This is an optimization exercise on Yosys and OpenROAD, whose aim is small area, not a production implementation. RTL that was checked went through simulation tests only; none was proved equivalent to the original. Power and IR drop assume default switching activity.

==> module id_stage, before the edit <==
module id_stage (
  input  logic          clk,
  input  logic          rst,
  input  logic [DW-1:0] pc_in,
  input  logic [DW-1:0] instr_in,
  input  logic          wb_en,
  input  logic [RW-1:0] wb_dest,
  input  logic [DW-1:0] wb_val,
  input  logic          exe_wb_en,
  input  logic [RW-1:0] exe_dest,
  input  logic          mem_wb_en,
  input  logic [RW-1:0] mem_dest,
  output logic          freez,
  output logic          br_taken,
  output logic [DW-1:0] br_addr,
  output logic [DW-1:0] pc_out,
  output logic [3:0]    alu_cmd,
  output logic [DW-1:0] val1,
  output logic [DW-1:0] val2,
  output logic [DW-1:0] st_val,
  output logic [RW-1:0] dest,
  output logic          wb_en_out,
  output logic          mem_r,
  output logic          mem_w
);
  logic [5:0]    op;
  logic [RW-1:0] rs, rt, rd;
  logic [DW-1:0] imm, rv1, rv2;
  logic          is_r, is_ai, is_ld, is_st;
  logic          is_bez, is_bne, is_jmp;
  logic          use1, use2, br_cond;
  logic          haz1, haz2;
  id_stage_pkg::id_ex_t     d, q;
  id_stage_pkg::id_ex_raw_t raw_d, raw_q;
  assign op  = instr_in[OP_LSB +: 6];
  assign rs  = instr_in[RS_LSB +: RW];
  assign rt  = instr_in[RT_LSB +: RW];
  assign rd  = instr_in[RD_LSB +: RW];
  assign imm = {{(DW-16){instr_in[15]}}, instr_in[15:0]};
  id_stage_reg_file #(
    .REG_CNT(REG_CNT),
    .DW     (DW)
  ) u_rf (
    .clk(clk),
    .rst(rst),
    .ra1(rs),
    .ra2(rt),
    .rd1(rv1),
    .rd2(rv2),
    .we (wb_en),
    .wa (wb_dest),
    .wd (wb_val)
  );
  always_comb begin
    is_r   = (op == OP_ADD) || (op == OP_SUB) || (op == OP_AND) ||
             (op == OP_OR)  || (op == OP_NOR) || (op == OP_XOR) ||
             (op == OP_SLA) || (op == OP_SLL) || (op == OP_SRA) ||
             (op == OP_SRL);
    is_ai  = (op == OP_ADDI) || (op == OP_SUBI);
    is_ld  = (op == OP_LD);
    is_st  = (op == OP_ST);
    is_bez = (op == OP_BEZ);
    is_bne = (op == OP_BNE);
    is_jmp = (op == OP_JMP);
    d       = '0;
    use1    = 1'b0;
    use2    = 1'b0;
    br_cond = 1'b0;
    unique case (1'b1)
      is_r: begin
        use1      = 1'b1;
        use2      = 1'b1;
        d.alu_cmd = op[3:0];
        d.val2    = rv2;
        d.dest    = rd;
        d.wb_en   = 1'b1;
      end
      is_ai, is_ld: begin
        use1      = 1'b1;
        d.alu_cmd = (op == OP_SUBI) ? ALU_SUB : ALU_ADD;
        d.val2    = imm;
        d.dest    = rt;
        d.wb_en   = 1'b1;
        d.mem_r   = is_ld;
      end
      is_st: begin
        use1      = 1'b1;
        use2      = 1'b1;
        d.alu_cmd = ALU_ADD;
        d.val2    = imm;
        d.mem_w   = 1'b1;
      end
      is_bez: begin
        use1    = 1'b1;
        br_cond = (rv1 == '0);
      end
      is_bne: begin
        use1    = 1'b1;
        use2    = 1'b1;
        br_cond = (rv1 != rv2);
      end
      is_jmp: br_cond = 1'b1;
      default: ;
    endcase
  end
  assign haz1 = (rs != '0) &&
                ((exe_wb_en && rs == exe_dest) ||
                 (mem_wb_en && rs == mem_dest));
  assign haz2 = (rt != '0) &&
                ((exe_wb_en && rt == exe_dest) ||
                 (mem_wb_en && rt == mem_dest));
  assign freez = (use1 && haz1) || (use2 && haz2);
  assign br_taken = br_cond && !freez;
  assign br_addr  = pc_in + {imm[DW-3:0], 2'b00};
  always_ff @(posedge clk or posedge rst) begin
    if (rst)        q <= '0;
    else if (freez) q <= '0;
    else            q <= d;
  end
  assign raw_d.pc     = pc_in;
  assign raw_d.val1   = rv1;
  assign raw_d.st_val = rv2;
  always_ff @(posedge clk) raw_q <= raw_d;
  logic alu_q;
  assign alu_q = q.wb_en || q.mem_w;
  assign pc_out    = raw_q.pc & {DW{alu_q}};
  assign alu_cmd   = q.alu_cmd;
  assign val1      = raw_q.val1 & {DW{alu_q}};
  assign val2      = q.val2;
  assign st_val    = raw_q.st_val & {DW{q.mem_w}};
  assign dest      = q.dest;
  assign wb_en_out = q.wb_en;
  assign mem_r     = q.mem_r;
  assign mem_w     = q.mem_w;
endmodule
Settings: LEC_CHECK=0, CAP_MARGIN=20, CORE_MARGIN=2, CORE_UTILIZATION=50, GPL_TIMING_DRIVEN=0, SETUP_SLACK_MARGIN=0.2, SLEW_MARGIN=20, SYNTH_HIERARCHICAL=1, SYNTH_MINIMUM_KEEP_SIZE=0; clock period 9.0 ns.
standard.sh (not shown) runs the stock make flow with config.mk's settings and CLKGATE_MAP_FILE= SYNTH_SCRIPT=/design/flow/synth_recipe.tcl, a recipe that flattens the netlist after the stock synthesis.
==> flow/flow/run.sh <==
#!/bin/bash
# Layout flow: the standard ORFS flow (standard.sh, which runs the
# standard synthesis unchanged), with these changes to how the layout is
# made:
#  - the port buffers are sky130_fd_sc_hd__buf_1 instead of the cell
#    buffer_ports picks by default (every port still gets its buffer);
#  - clock tree synthesis inserts no dummy loads, and clusters up to 25
#    flip-flops on each clkbuf_16 leaf buffer;
#  - after global routing, gates off the critical paths are sized down
#    (ORFS's power recovery step), and flow/post_grt.tcl then repairs the
#    slew, capacitance and setup limits again.
# The make run's full output goes to flow_make.log in the work folder;
# ORFS's per-step logs are under orfs/logs/.
set -euo pipefail
cd "$(dirname "${BASH_SOURCE[0]}")/.."
bash standard.sh \
  "BUFFER_PORTS_ARGS=-buffer_cell sky130_fd_sc_hd__buf_1" \
  "CTS_ARGS=-sink_clustering_enable -repair_clock_nets -dont_use_dummy_load -buf_list sky130_fd_sc_hd__clkbuf_16 -sink_clustering_size 25 -sink_clustering_max_diameter 100" \
  "RECOVER_POWER=100" \
  "POST_GLOBAL_ROUTE_TCL=$PWD/flow/post_grt.tcl" \
  finish > flow_make.log 2>&1
==> flow/flow/post_grt.tcl <==
# Run at the end of ORFS's global route step, after its power recovery
# (RECOVER_POWER), which sizes gates down without regard to the slew and
# capacitance limits: repair those limits again, then legalise and reroute
# what changed, and repair setup timing.
global_route -start_incremental
repair_design -slew_margin 20 -cap_margin 20 -verbose
detailed_placement
global_route -end_incremental
estimate_parasitics -global_routing
global_route -start_incremental
repair_timing -setup -setup_margin 0.4 -verbose
detailed_placement
global_route -end_incremental
estimate_parasitics -global_routing
Next try:
--- a/flow/design.v
+++ b/flow/design.v
@@ -28,16 +28,17 @@
   localparam logic [3:0] ALU_SUB = 4'b0011;
   typedef struct packed {
     logic [3:0]    alu_cmd;
-    logic [DW-1:0] val2;
     logic [RW-1:0] dest;
     logic          wb_en;
     logic          mem_r;
     logic          mem_w;
+    logic          is_r;
   } id_ex_t;
   typedef struct packed {
     logic [DW-1:0] pc;
     logic [DW-1:0] val1;
-    logic [DW-1:0] st_val;
+    logic [DW-1:0] rv2;
+    logic [15:0]   imm;
   } id_ex_raw_t;
   function automatic logic [DW-1:0] sext16(input logic [15:0] v);
     sext16 = {{(DW-16){v[15]}}, v};
@@ -269,14 +270,13 @@
         use1      = 1'b1;
         use2      = 1'b1;
         d.alu_cmd = op[3:0];
-        d.val2    = rv2;
+        d.is_r    = 1'b1;
         d.dest    = rd;
         d.wb_en   = 1'b1;
       end
       is_ai, is_ld: begin
         use1      = 1'b1;
         d.alu_cmd = (op == OP_SUBI) ? ALU_SUB : ALU_ADD;
-        d.val2    = imm;
         d.dest    = rt;
         d.wb_en   = 1'b1;
         d.mem_r   = is_ld;
@@ -285,7 +285,6 @@
         use1      = 1'b1;
         use2      = 1'b1;
         d.alu_cmd = ALU_ADD;
-        d.val2    = imm;
         d.mem_w   = 1'b1;
       end
       is_bez: begin
@@ -315,17 +314,20 @@
     else if (freez) q <= '0;
     else            q <= d;
   end
-  assign raw_d.pc     = pc_in;
-  assign raw_d.val1   = rv1;
-  assign raw_d.st_val = rv2;
+  assign raw_d.pc   = pc_in;
+  assign raw_d.val1 = rv1;
+  assign raw_d.rv2  = rv2;
+  assign raw_d.imm  = instr_in[15:0];
   always_ff @(posedge clk) raw_q <= raw_d;
-  logic alu_q;
+  logic alu_q, imm_q;
   assign alu_q = q.wb_en || q.mem_w;
+  assign imm_q = (q.wb_en && !q.is_r) || q.mem_w;
   assign pc_out    = raw_q.pc & {DW{alu_q}};
   assign alu_cmd   = q.alu_cmd;
   assign val1      = raw_q.val1 & {DW{alu_q}};
-  assign val2      = q.val2;
-  assign st_val    = raw_q.st_val & {DW{q.mem_w}};
+  assign val2      = (raw_q.rv2 & {DW{q.is_r}}) |
+                     ({{(DW-16){raw_q.imm[15]}}, raw_q.imm} & {DW{imm_q}});
+  assign st_val    = raw_q.rv2 & {DW{q.mem_w}};
   assign dest      = q.dest;
   assign wb_en_out = q.wb_en;
   assign mem_r     = q.mem_r;
Effect:
- total power goes down by 1.1%
- register-to-register slack gets better by 310 ps
- final cell count is lower by 1.5%
- non-clock buffer count goes down by 5
- global-route usage hardly moves
- critical path depth rises by 2

---

id_stage, a different RTL version from the one above (not shown whole).
Size: ~1,200 flip-flops, about 49,000 µm² of cells after synthesis.
==> flow/design.v (excerpt) <==
module id_stage (
  input  logic          clk,
  input  logic          rst,
  input  logic [DW-1:0] pc_in,
  input  logic [DW-1:0] instr_in,
  input  logic          wb_en,
  input  logic [RW-1:0] wb_dest,
  input  logic [DW-1:0] wb_val,
  input  logic          exe_wb_en,
  input  logic [RW-1:0] exe_dest,
  input  logic          mem_wb_en,
  input  logic [RW-1:0] mem_dest,
  output logic          freez,
  output logic          br_taken,
  output logic [DW-1:0] br_addr,
  output logic [DW-1:0] pc_out,
  output logic [3:0]    alu_cmd,
  output logic [DW-1:0] val1,
  output logic [DW-1:0] val2,
  output logic [DW-1:0] st_val,
  output logic [RW-1:0] dest,
  output logic          wb_en_out,
  output logic          mem_r,
  output logic          mem_w
);
==> module id_stage_reg_file, before the edit <==
module id_stage_reg_file #(
  parameter  int REG_CNT = 32,
  parameter  int DW      = 32,
  localparam int AW      = $clog2(REG_CNT)
) (
  input  logic          clk,
  input  logic          rst,
  input  logic [AW-1:0] ra1,
  input  logic [AW-1:0] ra2,
  output logic [DW-1:0] rd1,
  output logic [DW-1:0] rd2,
  input  logic          we,
  input  logic [AW-1:0] wa,
  input  logic [DW-1:0] wd
);
  logic [REG_CNT-1:1][DW-1:0] regs;
  logic [REG_CNT-1:1]         vld;
  logic [1:0][REG_CNT-1:1]    wsel;
  logic [REG_CNT-1:1]         rdv;
  for (genvar h = 0; h < 2; h++) begin : g_half
    id_stage_wr_dec #(.REG_CNT(REG_CNT)) u_wdec (.we(we), .wa(wa), .wsel(wsel[h]));
  end
  always_ff @(posedge clk) begin
    for (int i = 1; i < REG_CNT; i++) begin
      if (wsel[0][i]) regs[i][DW/2-1:0]  <= wd[DW/2-1:0];
      if (wsel[1][i]) regs[i][DW-1:DW/2] <= wd[DW-1:DW/2];
    end
  end
  always_ff @(posedge clk or posedge rst) begin
    if (rst) vld <= '0;
    else     vld <= vld | wsel[0];
  end
  assign rdv = vld & ~wsel[0];
  id_stage_rd_port #(.REG_CNT(REG_CNT), .DW(DW)) u_rd1 (
    .ra(ra1), .we(we), .wa(wa), .wd(wd), .rdv(rdv), .regs(regs), .rd(rd1)
  );
  id_stage_rd_port #(.REG_CNT(REG_CNT), .DW(DW)) u_rd2 (
    .ra(ra2), .we(we), .wa(wa), .wd(wd), .rdv(rdv), .regs(regs), .rd(rd2)
  );
endmodule
==> module id_stage_wr_dec, before the edit <==
module id_stage_wr_dec #(
  parameter  int REG_CNT = 32,
  localparam int AW      = $clog2(REG_CNT)
) (
  input  logic               we,
  input  logic [AW-1:0]      wa,
  output logic [REG_CNT-1:1] wsel
);
  always_comb begin
    for (int i = 1; i < REG_CNT; i++) wsel[i] = we && (wa == AW'(i));
  end
endmodule
==> module id_stage_rd_port, before the edit <==
module id_stage_rd_port #(
  parameter  int REG_CNT = 32,
  parameter  int DW      = 32,
  localparam int AW      = $clog2(REG_CNT)
) (
  input  logic [AW-1:0]              ra,
  input  logic                       we,
  input  logic [AW-1:0]              wa,
  input  logic [DW-1:0]              wd,
  input  logic [REG_CNT-1:1]         rdv,
  input  logic [REG_CNT-1:1][DW-1:0] regs,
  output logic [DW-1:0]              rd
);
  localparam int HB = DW / 2;
  logic [1:0][REG_CNT-1:0] sel;
  for (genvar h = 0; h < 2; h++) begin : g_half
    id_stage_rd_dec #(.REG_CNT(REG_CNT)) u_dec (
      .ra(ra), .we(we), .wa(wa), .rdv(rdv), .sel(sel[h])
    );
  end
  for (genvar b = 0; b < DW; b++) begin : g_bit
    logic [REG_CNT-1:0] src;
    always_comb begin
      src[0] = wd[b];
      for (int i = 1; i < REG_CNT; i++) src[i] = regs[i][b];
    end
    id_stage_ao_n #(.N(REG_CNT)) u_ao (.sel(sel[b / HB]), .src(src), .y(rd[b]));
  end
endmodule
==> flow/config.mk <==
export PLATFORM = sky130hd
export DESIGN_NAME = id_stage
export DESIGN_NICKNAME = id_stage
export VERILOG_FILES = /design/flow/design.v
export SDC_FILE = /design/flow/constraint.sdc
export NUM_CORES = 4
export LEC_CHECK = 0
export CAP_MARGIN = 20
export CORE_MARGIN = 2
export CORE_UTILIZATION = 40
export GPL_TIMING_DRIVEN = 0
export SETUP_SLACK_MARGIN = 0.2
export SLEW_MARGIN = 20
export SYNTH_HIERARCHICAL = 1
export SYNTH_MINIMUM_KEEP_SIZE = 0
==> flow/constraint.sdc <==
create_clock -name core_clock -period 9.0 [get_ports {clk}]
set_input_delay 1.8000 -clock core_clock [delete_from_list [all_inputs] [get_ports {clk}]]
set_output_delay 1.8000 -clock core_clock [all_outputs]
set_load 0.01 [all_outputs]
==> flow/flow/post_grt.tcl <==
# Run at the end of ORFS's global route step, after its power recovery
# (RECOVER_POWER), which sizes gates down without regard to the slew and
# capacitance limits: repair those limits again, then legalise and reroute
# what changed, and repair setup timing.
global_route -start_incremental
repair_design -slew_margin 20 -cap_margin 20 -verbose
detailed_placement
global_route -end_incremental
estimate_parasitics -global_routing
global_route -start_incremental
repair_timing -setup -setup_margin 0.2 -verbose
detailed_placement
global_route -end_incremental
estimate_parasitics -global_routing
Scripts as last shown in full above: flow/flow/run.sh
Rerun with:
--- a/flow/design.v
+++ b/flow/design.v
@@ -59,20 +59,18 @@
   logic [REG_CNT-1:1][DW-1:0] regs;
   logic [REG_CNT-1:1]         vld;
-  logic [1:0][REG_CNT-1:1]    wsel;
+  logic [REG_CNT-1:1]         wsel;
   logic [REG_CNT-1:1]         rdv;
-  for (genvar h = 0; h < 2; h++) begin : g_half
-    id_stage_wr_dec #(.REG_CNT(REG_CNT)) u_wdec (.we(we), .wa(wa), .wsel(wsel[h]));
+  always_comb begin
+    for (int i = 1; i < REG_CNT; i++) wsel[i] = we && (wa == AW'(i));
   end
   always_ff @(posedge clk) begin
-    for (int i = 1; i < REG_CNT; i++) begin
-      if (wsel[0][i]) regs[i][DW/2-1:0]  <= wd[DW/2-1:0];
-      if (wsel[1][i]) regs[i][DW-1:DW/2] <= wd[DW-1:DW/2];
-    end
+    for (int i = 1; i < REG_CNT; i++)
+      if (wsel[i]) regs[i] <= wd;
   end
   always_ff @(posedge clk or posedge rst) begin
     if (rst) vld <= '0;
-    else     vld <= vld | wsel[0];
+    else     vld <= vld | wsel;
   end
-  assign rdv = vld & ~wsel[0];
+  assign rdv = vld & ~wsel;
   id_stage_rd_port #(.REG_CNT(REG_CNT), .DW(DW)) u_rd1 (
     .ra(ra1), .we(we), .wa(wa), .wd(wd), .rdv(rdv), .regs(regs), .rd(rd1)
@@ -82,16 +80,4 @@
   );
 endmodule
-module id_stage_wr_dec #(
-  parameter  int REG_CNT = 32,
-  localparam int AW      = $clog2(REG_CNT)
-) (
-  input  logic               we,
-  input  logic [AW-1:0]      wa,
-  output logic [REG_CNT-1:1] wsel
-);
-  always_comb begin
-    for (int i = 1; i < REG_CNT; i++) wsel[i] = we && (wa == AW'(i));
-  end
-endmodule
 module id_stage_rd_port #(
   parameter  int REG_CNT = 32,
@@ -107,11 +93,8 @@
   output logic [DW-1:0]              rd
 );
-  localparam int HB = DW / 2;
-  logic [1:0][REG_CNT-1:0] sel;
-  for (genvar h = 0; h < 2; h++) begin : g_half
-    id_stage_rd_dec #(.REG_CNT(REG_CNT)) u_dec (
-      .ra(ra), .we(we), .wa(wa), .rdv(rdv), .sel(sel[h])
-    );
-  end
+  logic [REG_CNT-1:0] sel;
+  id_stage_rd_dec #(.REG_CNT(REG_CNT)) u_dec (
+    .ra(ra), .we(we), .wa(wa), .rdv(rdv), .sel(sel)
+  );
   for (genvar b = 0; b < DW; b++) begin : g_bit
     logic [REG_CNT-1:0] src;
@@ -120,5 +103,5 @@
       for (int i = 1; i < REG_CNT; i++) src[i] = regs[i][b];
     end
-    id_stage_ao_n #(.N(REG_CNT)) u_ao (.sel(sel[b / HB]), .src(src), .y(rd[b]));
+    id_stage_ao_n #(.N(REG_CNT)) u_ao (.sel(sel), .src(src), .y(rd[b]));
   end
 endmodule
The changed run ran to the end with no violations.
Register-to-register slack is about the same.
Design area goes up by 0.60%.
Total power is about the same.
Via count goes down by 1.5%.
Synthesized cell count goes down by 4.4%.
Cell count goes down by 3.2%.
Hold slack gets better by 0.015 ns.
Clock-buffer cell count goes up by 2.
Wire length goes down by 2.9%.
Maximum frequency goes up by 0.39%.
Synthesized area goes down by 1.9%.
Worst setup slack gets better by 0.034 ns.
Critical path depth goes down by 1.
Combinational power goes down by about 6%.
For the first run of this note, only the layout was checked, not whether the RTL still works.

[port drivers added, routing unchanged]
The results above use ideal ports. As a check the final layouts listed here were re-extracted and re-timed, cells and wires unchanged.
Step 1 sets driving cells, clkbuf_16 on the clock port and buf_2 on the other inputs (assumed; they add their load-dependent delay and slew).
Step 2 times the ports against the registers' clock, not the clock port: input delays grow and output delays shrink by t, the midpoint of the rising clock arrivals with the driver on.
a / b / c = ideal / step 1 / step 2; a / b = the first two.
run	shift t [ns]	setup slack, ns	hold slack, ns
the first run of note 1	0.729	0.220 / 0.188 / 0.188	0.481 / 0.481 / 0.481
the second run of note 1	0.718	0.394 / 0.207 / 0.207	0.479 / 0.479 / 0.479
the first run of note 2	0.740	0.088 / 0.028 / 0.028	0.469 / 0.469 / 0.469
the second run of note 2	0.729	0.122 / 0.074 / 0.074	0.484 / 0.484 / 0.484
After both steps every run listed still meets setup and hold. The setup slack of the second run of note 1, which loses most, moves by -0.187 ns with the drivers and by -0.187 ns with both steps.
